From an optimization exercise on the open Yosys and OpenROAD flow, aimed at small area and a short achievable clock period; shortcuts taken in it are not production practice.
Where RTL was checked, it was by simulation tests only, not by an equivalence proof against the original.
Power figures rest on the tool's default switching activity, not on a simulated workload.

## rev 12
## qu_front_end
module qu_front_end (
    input  logic                          clk,
    input  logic                          rst_n,
    input  logic                          redirect,
    input  logic [qu_pkg::pc_w-1:0]       redirect_pc,
    output logic [qu_pkg::pc_w-1:0]       imem_addr,
    input  logic [qu_pkg::instr_w-1:0]    imem_data,
    output logic [qu_pkg::preg_w-1:0]     rf_rd1_addr,
    output logic [qu_pkg::preg_w-1:0]     rf_rd2_addr,
    input  logic [qu_pkg::instr_w-1:0]    rf_rd1_data,
    input  logic [qu_pkg::instr_w-1:0]    rf_rd2_data,
    input  logic                          wb_valid,
    input  logic [qu_pkg::preg_w-1:0]     wb_preg,
    input  logic                          free_valid,
    input  logic [qu_pkg::preg_w-1:0]     free_preg,
    input  logic                          rs_credit,
    output logic                          rs_valid,
    output logic [qu_pkg::rs_entry_w-1:0] rs_entry
);
    localparam int np = qu_pkg::num_pregs;
    logic [31:0] pc;
    logic [6:0]  fd_opc;
    logic [2:0]  fd_f3;
    logic        fd_base;
    logic        fd_alt;
    logic        fd_op;
    logic        fd_opi;
    logic        fd_lui;
    logic [1:0]  fd_kind;
    assign imem_addr = pc;
    assign fd_opc = imem_data[6:0];
    assign fd_f3 = imem_data[14:12];
    assign fd_base = (imem_data[31:25] == qu_pkg::funct7_base);
    assign fd_alt = (imem_data[31:25] == qu_pkg::funct7_alt);
    assign fd_op = (fd_opc == qu_pkg::opc_op)
                   && (fd_base || (fd_alt && (fd_f3 == 3'b000 || fd_f3 == 3'b101)));
    assign fd_opi = (fd_opc == qu_pkg::opc_op_imm)
                    && ((fd_f3 == 3'b001) ? fd_base : (fd_f3 == 3'b101) ? (fd_base || fd_alt) : 1'b1);
    assign fd_lui = (fd_opc == qu_pkg::opc_lui);
    assign fd_kind = (imem_data[11:7] == 5'd0) ? qu_pkg::kind_none
                   : {fd_opi || fd_lui, fd_op || fd_lui};
    logic [3:0]  f_v;
    logic [1:0]  f_rp;
    logic [26:0] f_mem [4];
    logic [26:0] f_head;
    logic        f_full;
    logic        f_empty;
    logic        f_push;
    logic        f_pop;
    logic        f_proper;
    logic        f_borrow;
    logic [31:0] f_head_pc;
    assign f_full = &f_v;
    assign f_empty = ~|f_v;
  ...
For scale: about 910 flip-flops, about 370 I/O pins, roughly 0.039 mm^2 of cells after synthesis.
clock: 5.0 ns
lec_check: 0
cap_margin: 20
core_margin: 2
core_utilization: 40
setup_slack_margin: 2.0
slew_margin: 20
run.sh (not shown) runs the stock make flow with config.mk's settings and CLKGATE_MAP_FILE= SYNTH_SCRIPT=/design/flow/synth_recipe.tcl, a recipe that flattens the netlist after the stock synthesis.
Rev 12 did not stop at any stage, and its layout met the timing, DRC and antenna checks.
## Diff of input files: rev 13 against rev 12
Settings: SETUP_SLACK_MARGIN changed from 2.0 to 2.5.
==> comparison <==
- Rev 13: done, clean on timing, DRC and antenna
- Between rev 12 and rev 13, post-CTS setup-driven buffer insertion count is higher for rev 13, rev 12 comes in under that.
- Rev 13 vs. rev 12: fraction of area in registers decreased by 5.5 points relative to the old numbers, number of instances in the placed design barely changed, number of nets in the layout now sits higher, number of fill cells decreased by 8.0% relative to the old numbers.
No functional check of the RTL was part of any run of this note.

========
qu_front_end, a different RTL version from the one above (not shown whole).
For scale: roughly 950 flip-flops, ~0.042 mm2 of cells after synthesis.
export LEC_CHECK = 0
export CAP_MARGIN = 20
export CORE_MARGIN = 2
export CORE_UTILIZATION = 40
export CTS_CLUSTER_DIAMETER = 100
export CTS_CLUSTER_SIZE = 22
export SETUP_SLACK_MARGIN = 2.5
export SLEW_MARGIN = 20
export BUFFER_PORTS_ARGS = -buffer_cell sky130_fd_sc_hd__buf_2
create_clock -name core_clock -period 5.0 [get_ports {clk}]
standard.sh (not shown) runs the stock make flow with config.mk's settings and CLKGATE_MAP_FILE= SYNTH_SCRIPT=/design/flow/synth_recipe.tcl, a recipe that flattens the netlist after the stock synthesis.
==> flow/flow/run.sh <==
#!/bin/bash
# Standard layout, with the port buffers made from buf_2 cells instead of
# the buffer that buffer_ports picks by default.
set -euo pipefail
echo "export BUFFER_PORTS_ARGS = -buffer_cell sky130_fd_sc_hd__buf_2" >> config.mk
bash standard.sh > standard_flow.log 2>&1
Rerun with:
Settings changed: CTS_CLUSTER_DIAMETER 100 to not set, CTS_CLUSTER_SIZE 22 to not set.
Final cell count rose slightly.
Register-to-register slack gets better by 0.02 ns.
Clock-buffer cell count rose by 56.
Area after synthesis is unchanged.
Cell area rose by a few percent.
Power rose by roughly a tenth.
Wire length rose slightly.
Die area stays the same.
Worst hold slack gets worse by 0.042 ns.
Via count rose slightly.
Non-clock buffer count fell by 10.

re-timing with driven ports:
No port has a modelled driver above. Below, the same layouts with a new extraction and two added sets of constraints. Step 1, drivers: a clkbuf_16 drives clk and a buf_2 each remaining input, both assumed. Step 2 adds t to the input delays and takes it off the output delays; t is the mean of the earliest and latest rising clock arrival at the registers after step 1. Input paths then give back, and output paths get back, about the clock's delay inside the block. Slacks: ideal / step 1 / step 2; pairs: ideal / step 1.
run	t, ns	setup WS [ns]	worst setup path after step 2	latest minus earliest clock arrival (ns)	worst register clock-pin slew, ns
rev 12	0.750	1.645 / 1.645 / 1.251	input to register	0.032 / 0.031	0.07 / 0.07
rev 13	0.756	1.750 / 1.750 / 1.312	input to register	0.047 / 0.047	0.07 / 0.07
the first run of note 2	0.767	2.263 / 2.263 / 2.059	input to register	0.065 / 0.066	0.11 / 0.11
the second run of note 2	0.752	2.287 / 2.287 / 2.117	input to register	0.078 / 0.078	0.07 / 0.07
After both steps setup and hold are still met in every run listed. The setup slack of rev 13, which loses most, moves by 0.000 ns with the drivers and by -0.438 ns with both steps.
